What follows belongs to an exercise in optimizing a design on an open flow for small area, a short achievable clock period and few clock cycles per item; a production flow would make more cautious choices. RTL that was checked went through simulation tests only; none was proved equivalent to the original. Power and IR drop assume default switching activity.

==> pepper: inputs <==
Design radix_integer_text_parser, start of the top module:
module radix_integer_text_parser #(
  parameter int ACC_WIDTH    = rtip_pkg::ACC_WIDTH_DEF,
  parameter int OFFSET_WIDTH = rtip_pkg::OFFSET_WIDTH_DEF,
  parameter int OUT_W        = ((ACC_WIDTH + OFFSET_WIDTH + 7) / 8) * 8
) (
  input  logic                               clk,
  input  logic                               rst,
  input  logic                               cfg_valid,
  output logic                               cfg_ready,
  input  logic [rtip_pkg::CFG_INDEX_W-1:0]   cfg_index,
  input  logic [rtip_pkg::CFG_DATA_W-1:0]    cfg_data,
  input  logic                               s_axis_tvalid,
  output logic                               s_axis_tready,
  input  logic [rtip_pkg::CHAR_W-1:0]        s_axis_tdata,
  input  logic                               s_axis_tlast,
  output logic                               m_axis_tvalid,
  input  logic                               m_axis_tready,
  output logic [OUT_W-1:0]                   m_axis_tdata
);
Settings: LEC_CHECK=0, ABC_CLOCK_PERIOD_IN_PS=3000, CAP_MARGIN=20, CORE_MARGIN=2, CORE_UTILIZATION=40, SETUP_SLACK_MARGIN=5, SLEW_MARGIN=20; clock period 9.0 ns.
run.sh (not shown) runs the stock make flow with config.mk's settings and CLKGATE_MAP_FILE= SYNTH_SCRIPT=/design/flow/synth_recipe.tcl, a recipe that flattens the netlist after the stock synthesis.
==> juniper (differences from pepper) <==
--- a/flow/design.v
+++ b/flow/design.v
@@ -105,62 +105,60 @@
   logic [2:0]              ph, nph;
   logic [1:0]              ar, nar;
   logic                    neg, nneg;
   logic [OFFSET_WIDTH-1:0] off;
   logic [ACC_WIDTH-1:0]    acc;
   logic                    m_v;
   logic                    busy;
   logic [5:0]              cnt;
-  logic [6:0]              h;
-  logic                    xen, y10, y16, ysh;
-  logic [BASE_W-1:0]       kb;
+  logic [5:0]              h;
+  logic                    xen, xinv, y10, y16, ysh, c10, fin;
   logic [3:0] d;
   logic       is_dig, is_m, is_x, last, is_0;
   assign d      = s1_c[3:0];
   assign is_dig = s1_c[4];
   assign is_m   = s1_c[5];
   assign is_x   = s1_c[6];
   assign last   = s1_c[7];
   assign is_0   = is_dig && (d == 4'd0);
   logic              start, fast, dlt;
   logic [BASE_W-1:0] radix;
   assign start = (ph == PH_START);
   assign radix = !auto ? cfg_base : (ar == AR_8) ? 6'd8 : (ar == AR_16) ? 6'd16 : 6'd10;
   assign fast  = auto || cfast;
   assign dlt   = is_dig && (auto ? ((ar == AR_16) || (ar == AR_10 && d < 4'd10) || !d[3])
                                  : ((cfg_base[5:4] != 2'b00) || (d < cfg_base[3:0])));
-  localparam logic [1:0] AM_HOLD = 2'd0, AM_ZERO = 2'd1, AM_ONES = 2'd2, AM_MAC = 2'd3;
-  logic [1:0] am;
+  logic take, acc_take, acc_zero;
   logic [1:0] inc;
-  logic       take;
   always_comb begin
-    nph  = ph;
-    nar  = ar;
-    nneg = neg;
-    am   = AM_HOLD;
-    inc  = 2'd0;
-    take = 1'b0;
+    nph      = ph;
+    nar      = ar;
+    nneg     = neg;
+    inc      = 2'd0;
+    take     = 1'b0;
+    acc_take = 1'b0;
+    acc_zero = 1'b0;
     case (ph)
       PH_START, PH_SIGN: begin
-        if (start) nneg = 1'b0;
+        if (start) begin
+          nneg     = 1'b0;
+          acc_zero = 1'b1;
+        end
         if (start && cfg_sgn && is_m) begin
           nph  = PH_SIGN;
           inc  = 2'd1;
-          am   = AM_ONES;
           nneg = 1'b1;
         end else if (auto && is_0) begin
           nph = PH_AZ;
           nar = AR_8;
           inc = 2'd1;
-          am  = start ? AM_ZERO : AM_HOLD;
         end else if (hexm && is_0) begin
           nph = PH_HZ;
           inc = 2'd1;
-          am  = start ? AM_ZERO : AM_HOLD;
         end else begin
           take = 1'b1;
         end
       end
       PH_AZ: begin
         if (is_x) begin
           nph = PH_AZX;
           nar = AR_16;
@@ -180,93 +178,105 @@
           take = 1'b1;
         end
       end
       PH_DIG: take = 1'b1;
       default: ;
     endcase
     if (take) begin
       if (dlt) begin
-        nph = PH_DIG;
-        inc = (ph == PH_AZX) ? 2'd2 : 2'd1;
-        am  = AM_MAC;
+        nph      = PH_DIG;
+        inc      = (ph == PH_AZX) ? 2'd2 : 2'd1;
+        acc_take = 1'b1;
       end else begin
         nph = PH_STOP;
-        am  = start ? AM_ZERO : AM_HOLD;
       end
     end
     if (last) begin
       nph = PH_START;
       nar = AR_10;
     end
   end
+  logic stop_now, neg_now, mv_now;
+  assign stop_now = (ph != PH_STOP) && (nph == PH_STOP);
+  assign neg_now  = nneg && (stop_now || (last && ph != PH_STOP));
+  assign mv_now   = last && !neg_now;
   logic need_slow, blocked, slow_done;
-  assign need_slow  = (am == AM_MAC) && !start && !fast;
+  assign need_slow  = acc_take && !start && !fast;
   assign slow_done  = busy && (cnt == 6'd63);
-  assign blocked    = start && m_v && !m_axis_tready;
+  assign blocked    = start && ((m_v && !m_axis_tready) || xinv);
   assign s1_adv     = s1_v && !blocked && (!need_slow || slow_done);
   assign enter_slow = s1_v && need_slow && !busy;
-  logic [7:0]           t;
-  logic [6:0]           k;
+  logic [6:0]           t;
+  logic                 dh;
+  logic [2:0]           xs, ys;
+  logic                 cin;
   logic [ACC_WIDTH-1:0] xa, ya, sum;
-  assign t   = {1'b0, h} + (acc[0] ? {2'b00, radix} : 8'd0);
-  assign k   = {1'b0, kb} + {3'b000, d};
-  assign xa  = xen ? (acc << 3) : '0;
+  assign t   = {1'b0, h} + (acc[0] ? {1'b0, radix} : 7'd0);
+  assign dh  = d[3] && !(ysh || xinv);
+  assign xs  = (ysh || xinv) ? 3'd0 : (c10 && d[3]) ? 3'b111 : d[2:0];
+  assign ys  = {dh && !c10, dh && !c10, dh};
+  assign cin = xinv || (c10 ? (dh && d[0]) : dh);
+  assign xa  = (xen  ? {acc[ACC_WIDTH-4:0], xs} : {{(ACC_WIDTH-3){1'b0}}, xs}) |
+               (xinv ? ~acc : '0);
   assign ya  = (y10 ? (acc << 1) : '0) | (y16 ? (acc << 3) : '0) |
-               (ysh ? {t[0], acc[ACC_WIDTH-1:1]} : '0);
-  assign sum = xa + ya + ACC_WIDTH'(k);
-  logic acc_en, acc_ones, acc_hold;
-  assign acc_en   = busy || (s1_adv && am == AM_MAC);
-  assign acc_ones = s1_adv && am == AM_ONES;
-  assign acc_hold = !(s1_adv && am != AM_HOLD) && !busy;
-  logic              ph_n_start, busy_n, neg_n;
-  logic [1:0]        ar_n;
-  logic [BASE_W-1:0] radix_n;
+               (ysh ? {t[0], acc[ACC_WIDTH-1:1]} : '0) | ACC_WIDTH'(ys);
+  assign sum = xa + ya + ACC_WIDTH'(cin);
+  logic acc_en, acc_hold;
+  assign acc_en   = busy || xinv || (s1_adv && acc_take);
+  assign acc_hold = !acc_en && !(s1_adv && acc_zero);
+  logic       ph_n_start, busy_n, xinv_n, cls10_n, cls16_n;
+  logic [1:0] ar_n;
   assign ph_n_start = s1_adv ? (nph == PH_START) : start;
   assign ar_n       = s1_adv ? nar : ar;
-  assign neg_n      = s1_adv ? nneg : neg;
   assign busy_n     = enter_slow || (busy && !slow_done);
-  assign radix_n    = !auto ? cfg_base : (ar_n == AR_8) ? 6'd8 : (ar_n == AR_16) ? 6'd16 : 6'd10;
+  assign xinv_n     = s1_adv && neg_now;
+  assign cls10_n    = auto ? (ar_n == AR_10) : (cfg_base == 6'd10);
+  assign cls16_n    = auto ? (ar_n == AR_16) : hexm;
   logic [OFFSET_WIDTH:0] off_sum;
   assign off_sum = (start ? '0 : {1'b0, off}) + (OFFSET_WIDTH+1)'(inc);
   always_ff @(posedge clk) begin
     if (rst) begin
       ph   <= PH_START;
       ar   <= AR_10;
       m_v  <= 1'b0;
       busy <= 1'b0;
       xen  <= 1'b0;
+      xinv <= 1'b0;
       y10  <= 1'b0;
       y16  <= 1'b0;
       ysh  <= 1'b0;
-      kb   <= '0;
+      c10  <= 1'b0;
+      fin  <= 1'b0;
     end else begin
       if (s1_adv) begin
         ph <= nph;
         ar <= nar;
       end
-      if (s1_adv && last)     m_v <= 1'b1;
-      else if (m_axis_tready) m_v <= 1'b0;
+      if ((s1_adv && mv_now) || (xinv && fin)) m_v <= 1'b1;
+      else if (m_axis_tready)                  m_v <= 1'b0;
       busy <= busy_n;
-      xen  <= !ph_n_start && !busy_n;
-      y10  <= !ph_n_start && !busy_n && (radix_n == 6'd10);
-      y16  <= !ph_n_start && !busy_n && (radix_n == 6'd16);
+      xinv <= xinv_n;
+      fin  <= s1_adv && neg_now && last;
+      xen  <= !ph_n_start && !busy_n && !xinv_n;
+      y10  <= !ph_n_start && !busy_n && !xinv_n && cls10_n;
+      y16  <= !ph_n_start && !busy_n && !xinv_n && cls16_n;
       ysh  <= busy_n;
-      kb   <= (!ph_n_start && !busy_n && neg_n) ? radix_n - 6'd1 : '0;
-    end
-  end
-  always_ff @(posedge clk) begin
-    acc <= (sum & {ACC_WIDTH{acc_en}}) | (acc & {ACC_WIDTH{acc_hold}}) | {ACC_WIDTH{acc_ones}};
+      c10  <= cls10_n;
+    end
+  end
+  always_ff @(posedge clk) begin
+    acc <= (sum & {ACC_WIDTH{acc_en}}) | (acc & {ACC_WIDTH{acc_hold}});
     if (busy) begin
-      h   <= t[7:1];
+      h   <= t[6:1];
       cnt <= cnt + 6'd1;
     end else begin
-      h   <= k;
+      h   <= {2'b00, d};
       cnt <= '0;
     end
     if (s1_adv) begin
       neg <= nneg;
       off <= off_sum[OFFSET_WIDTH] ? '1 : off_sum[OFFSET_WIDTH-1:0];
     end
   end
   assign m_axis_tvalid = m_v;
-  assign m_axis_tdata  = OUT_W'({off, neg ? ~acc : acc});
+  assign m_axis_tdata  = OUT_W'({off, acc});
 endmodule
ABC_CLOCK_PERIOD_IN_PS = not set   (was 3000)
==> quartz (differences from pepper) <==
--- a/flow/design.v
+++ b/flow/design.v
@@ -71,87 +71,84 @@
     if (rst) begin
       cfg_base <= '0;
       cfg_sgn  <= 1'b0;
     end else if (cfg_valid) begin
       if (cfg_index == CFG_NUMBER_BASE) cfg_base <= cfg_data[BASE_W-1:0];
       if (cfg_index == CFG_SIGNED_MODE) cfg_sgn  <= cfg_data[0];
     end
   end
-  logic auto, hexm, cfast;
-  assign auto  = (cfg_base == '0);
-  assign hexm  = (cfg_base == 6'd16);
-  assign cfast = (cfg_base == 6'd8) || (cfg_base == 6'd10) || hexm;
   logic [CODE_W-1:0] in_code, s1_c, sk_c;
-  logic              s1_v, sk_v, s1_adv, in_hs, s1_load, enter_slow;
+  logic              s1_v, sk_v, s1_adv, in_hs, s1_load;
   rtip_step u_dec (.char_code(s_axis_tdata), .last_char(s_axis_tlast), .code(in_code));
   assign s_axis_tready = !sk_v;
   assign in_hs         = s_axis_tvalid && !sk_v;
   assign s1_load       = !s1_v || s1_adv;
   always_ff @(posedge clk) begin
     if (rst) begin
       s1_v <= 1'b0;
       sk_v <= 1'b0;
     end else if (s1_load) begin
       s1_v <= sk_v || in_hs;
       sk_v <= 1'b0;
     end else if (in_hs) begin
       sk_v <= 1'b1;
     end
   end
   always_ff @(posedge clk) begin
-    if (s1_load)         s1_c      <= sk_v ? sk_c : in_code;
-    else if (enter_slow) s1_c[3:0] <= 4'd0;   
-    if (in_hs)           sk_c      <= in_code;
+    if (s1_load) s1_c <= sk_v ? sk_c : in_code;
+    if (in_hs)   sk_c <= in_code;
   end
   logic [2:0]              ph, nph;
   logic [1:0]              ar, nar;
-  logic                    neg, nneg;
+  logic                    neg;
   logic [OFFSET_WIDTH-1:0] off;
   logic [ACC_WIDTH-1:0]    acc;
   logic                    m_v;
   logic                    busy;
   logic [5:0]              cnt;
   logic [6:0]              h;
-  logic                    xen, y10, y16, ysh;
-  logic [BASE_W-1:0]       kb;
   logic [3:0] d;
   logic       is_dig, is_m, is_x, last, is_0;
   assign d      = s1_c[3:0];
   assign is_dig = s1_c[4];
   assign is_m   = s1_c[5];
   assign is_x   = s1_c[6];
   assign last   = s1_c[7];
   assign is_0   = is_dig && (d == 4'd0);
-  logic              start, fast, dlt;
+  logic              start, auto, hexm;
   logic [BASE_W-1:0] radix;
+  logic              sel8, sel10, sel16, fast, dlt;
   assign start = (ph == PH_START);
+  assign auto  = (cfg_base == '0);
+  assign hexm  = (cfg_base == 6'd16);
   assign radix = !auto ? cfg_base : (ar == AR_8) ? 6'd8 : (ar == AR_16) ? 6'd16 : 6'd10;
-  assign fast  = auto || cfast;
-  assign dlt   = is_dig && (auto ? ((ar == AR_16) || (ar == AR_10 && d < 4'd10) || !d[3])
-                                 : ((cfg_base[5:4] != 2'b00) || (d < cfg_base[3:0])));
+  assign sel8  = (radix == 6'd8);
+  assign sel10 = (radix == 6'd10);
+  assign sel16 = (radix == 6'd16);
+  assign fast  = sel8 || sel10 || sel16;
+  assign dlt   = is_dig && ((radix[5:4] != 2'b00) || (d < radix[3:0]));
   localparam logic [1:0] AM_HOLD = 2'd0, AM_ZERO = 2'd1, AM_ONES = 2'd2, AM_MAC = 2'd3;
   logic [1:0] am;
   logic [1:0] inc;
-  logic       take;
+  logic       take, set_neg;
   always_comb begin
-    nph  = ph;
-    nar  = ar;
-    nneg = neg;
-    am   = AM_HOLD;
-    inc  = 2'd0;
-    take = 1'b0;
+    nph     = ph;
+    nar     = ar;
+    am      = AM_HOLD;
+    inc     = 2'd0;
+    take    = 1'b0;
+    set_neg = 1'b0;
     case (ph)
       PH_START, PH_SIGN: begin
-        if (start) nneg = 1'b0;
         if (start && cfg_sgn && is_m) begin
-          nph  = PH_SIGN;
-          inc  = 2'd1;
-          am   = AM_ONES;
-          nneg = 1'b1;
+          nph     = PH_SIGN;
+          inc     = 2'd1;
+          am      = AM_ONES;
+          set_neg = 1'b1;
         end else if (auto && is_0) begin
           nph = PH_AZ;
           nar = AR_8;
           inc = 2'd1;
           am  = start ? AM_ZERO : AM_HOLD;
         end else if (hexm && is_0) begin
           nph = PH_HZ;
           inc = 2'd1;
@@ -193,80 +190,69 @@
         am  = start ? AM_ZERO : AM_HOLD;
       end
     end
     if (last) begin
       nph = PH_START;
       nar = AR_10;
     end
   end
-  logic need_slow, blocked, slow_done;
-  assign need_slow  = (am == AM_MAC) && !start && !fast;
-  assign slow_done  = busy && (cnt == 6'd63);
-  assign blocked    = start && m_v && !m_axis_tready;
-  assign s1_adv     = s1_v && !blocked && (!need_slow || slow_done);
-  assign enter_slow = s1_v && need_slow && !busy;
-  logic [7:0]           t;
-  logic [6:0]           k;
+  logic need_slow, blocked;
+  assign need_slow = (am == AM_MAC) && !start && !fast;
+  assign blocked   = start && m_v && !m_axis_tready;
+  assign s1_adv    = s1_v && !blocked && (!need_slow || (busy && cnt == 6'd63));
+  logic       neg_eff;
+  logic [6:0] k;
+  assign neg_eff = !start && neg;
+  assign k       = (neg_eff ? {1'b0, radix - 6'd1} : 7'd0) + {3'b000, d};
   logic [ACC_WIDTH-1:0] xa, ya, sum;
-  assign t   = {1'b0, h} + (acc[0] ? {2'b00, radix} : 8'd0);
-  assign k   = {1'b0, kb} + {3'b000, d};
-  assign xa  = xen ? (acc << 3) : '0;
-  assign ya  = (y10 ? (acc << 1) : '0) | (y16 ? (acc << 3) : '0) |
-               (ysh ? {t[0], acc[ACC_WIDTH-1:1]} : '0);
+  assign xa  = start ? '0 : (acc << 3);
+  assign ya  = start ? '0 : sel10 ? (acc << 1) : sel16 ? (acc << 3) : '0;
   assign sum = xa + ya + ACC_WIDTH'(k);
-  logic acc_en, acc_ones, acc_hold;
-  assign acc_en   = busy || (s1_adv && am == AM_MAC);
-  assign acc_ones = s1_adv && am == AM_ONES;
-  assign acc_hold = !(s1_adv && am != AM_HOLD) && !busy;
-  logic              ph_n_start, busy_n, neg_n;
-  logic [1:0]        ar_n;
-  logic [BASE_W-1:0] radix_n;
-  assign ph_n_start = s1_adv ? (nph == PH_START) : start;
-  assign ar_n       = s1_adv ? nar : ar;
-  assign neg_n      = s1_adv ? nneg : neg;
-  assign busy_n     = enter_slow || (busy && !slow_done);
-  assign radix_n    = !auto ? cfg_base : (ar_n == AR_8) ? 6'd8 : (ar_n == AR_16) ? 6'd16 : 6'd10;
+  logic [7:0] t;
+  assign t = {1'b0, h} + (acc[0] ? {2'b00, radix} : 8'd0);
   logic [OFFSET_WIDTH:0] off_sum;
   assign off_sum = (start ? '0 : {1'b0, off}) + (OFFSET_WIDTH+1)'(inc);
   always_ff @(posedge clk) begin
     if (rst) begin
       ph   <= PH_START;
       ar   <= AR_10;
       m_v  <= 1'b0;
       busy <= 1'b0;
-      xen  <= 1'b0;
-      y10  <= 1'b0;
-      y16  <= 1'b0;
-      ysh  <= 1'b0;
-      kb   <= '0;
     end else begin
       if (s1_adv) begin
         ph <= nph;
         ar <= nar;
       end
-      if (s1_adv && last)     m_v <= 1'b1;
+      if (s1_adv && last)    m_v <= 1'b1;
       else if (m_axis_tready) m_v <= 1'b0;
-      busy <= busy_n;
-      xen  <= !ph_n_start && !busy_n;
-      y10  <= !ph_n_start && !busy_n && (radix_n == 6'd10);
-      y16  <= !ph_n_start && !busy_n && (radix_n == 6'd16);
-      ysh  <= busy_n;
-      kb   <= (!ph_n_start && !busy_n && neg_n) ? radix_n - 6'd1 : '0;
-    end
-  end
-  always_ff @(posedge clk) begin
-    acc <= (sum & {ACC_WIDTH{acc_en}}) | (acc & {ACC_WIDTH{acc_hold}}) | {ACC_WIDTH{acc_ones}};
+      if (busy) begin
+        if (cnt == 6'd63) busy <= 1'b0;
+      end else if (s1_v && need_slow) begin
+        busy <= 1'b1;
+      end
+    end
+  end
+  always_ff @(posedge clk) begin
     if (busy) begin
+      acc <= {t[0], acc[ACC_WIDTH-1:1]};
       h   <= t[7:1];
       cnt <= cnt + 6'd1;
     end else begin
       h   <= k;
       cnt <= '0;
+      if (s1_adv) begin
+        case (am)
+          AM_ZERO: acc <= '0;
+          AM_ONES: acc <= '1;
+          AM_MAC:  acc <= sum;
+          default: ;
+        endcase
+      end
     end
     if (s1_adv) begin
-      neg <= nneg;
+      if (start) neg <= set_neg;
       off <= off_sum[OFFSET_WIDTH] ? '1 : off_sum[OFFSET_WIDTH-1:0];
     end
   end
   assign m_axis_tvalid = m_v;
   assign m_axis_tdata  = OUT_W'({off, neg ? ~acc : acc});
 endmodule
==> qor summary <==
metric	quartz	pepper	juniper
Count of TritonRoute iterations in the first routing pass	5	10	8
Top power group	combinational cells	clock	clock
Num sequential	118	127	123
Post-layout total power	0.00228 W	0.00157 W	0.00161 W
Instance count of the mapped netlist	1,483	1,483	1,376
Pwr Density	144 nW/um^2	103 nW/um^2	128 nW/um^2
Cell accounting for the most synthesized area	sky130_fd_sc_hd__edfxtp_1	sky130_fd_sc_hd__dfxtp_1	sky130_fd_sc_hd__dfxtp_1
Slowest-stage cell, CP	sky130_fd_sc_hd__fa_1	sky130_fd_sc_hd__fa_1	sky130_fd_sc_hd__or4_1
Area share of the largest cell type after synthesis	0.215	0.167	0.187
Gr usage total	0.227	0.212	0.220
Cell Count Post-Placement	1,898	1,889	1,729
Run status	finished clean	finished clean	finished clean
Peak fanout along the critical path	3	4	5
Post-route worst hold slack	448 ps	460 ps	451 ps
Core region area	30,700 um^2	30,500 um^2	25,900 um^2
Non-clock inverter total of the final layout	62	105	98
Testbench counts of quartz, summed over its fixed seeds: cycles 28,162, chars 28,066.
Function not checked in pepper and juniper: the RTL went through the layout flow alone.

## static timing again, ports no longer ideal
Ports are ideal in the flow. The routed layouts listed here were re-timed in OpenROAD. Step 1 assumes that a clkbuf_16 drives the clock port and a buf_2 every other input. Step 2 adds t to the input delays and takes it off the output delays; t is the mean of the earliest and latest rising clock arrival at the registers after step 1. Input paths then give back, and output paths get back, about the clock's delay inside the block. Three values: no drivers, after step 1, after step 2; two values: the first two.
run	t, ns	setup slack, ns	worst setup path at the end	worst slew at a driven data input, ns
pepper	0.476	4.392 / 4.392 / 4.392	register to register	0.04
juniper	0.481	5.085 / 5.085 / 4.660	input to register	0.04
quartz	0.478	3.061 / 3.061 / 3.061	register to register	0.03
After both steps every run listed still meets setup and hold. The setup slack of juniper, which loses most, moves by 0.000 ns with the drivers and by -0.425 ns with both steps.
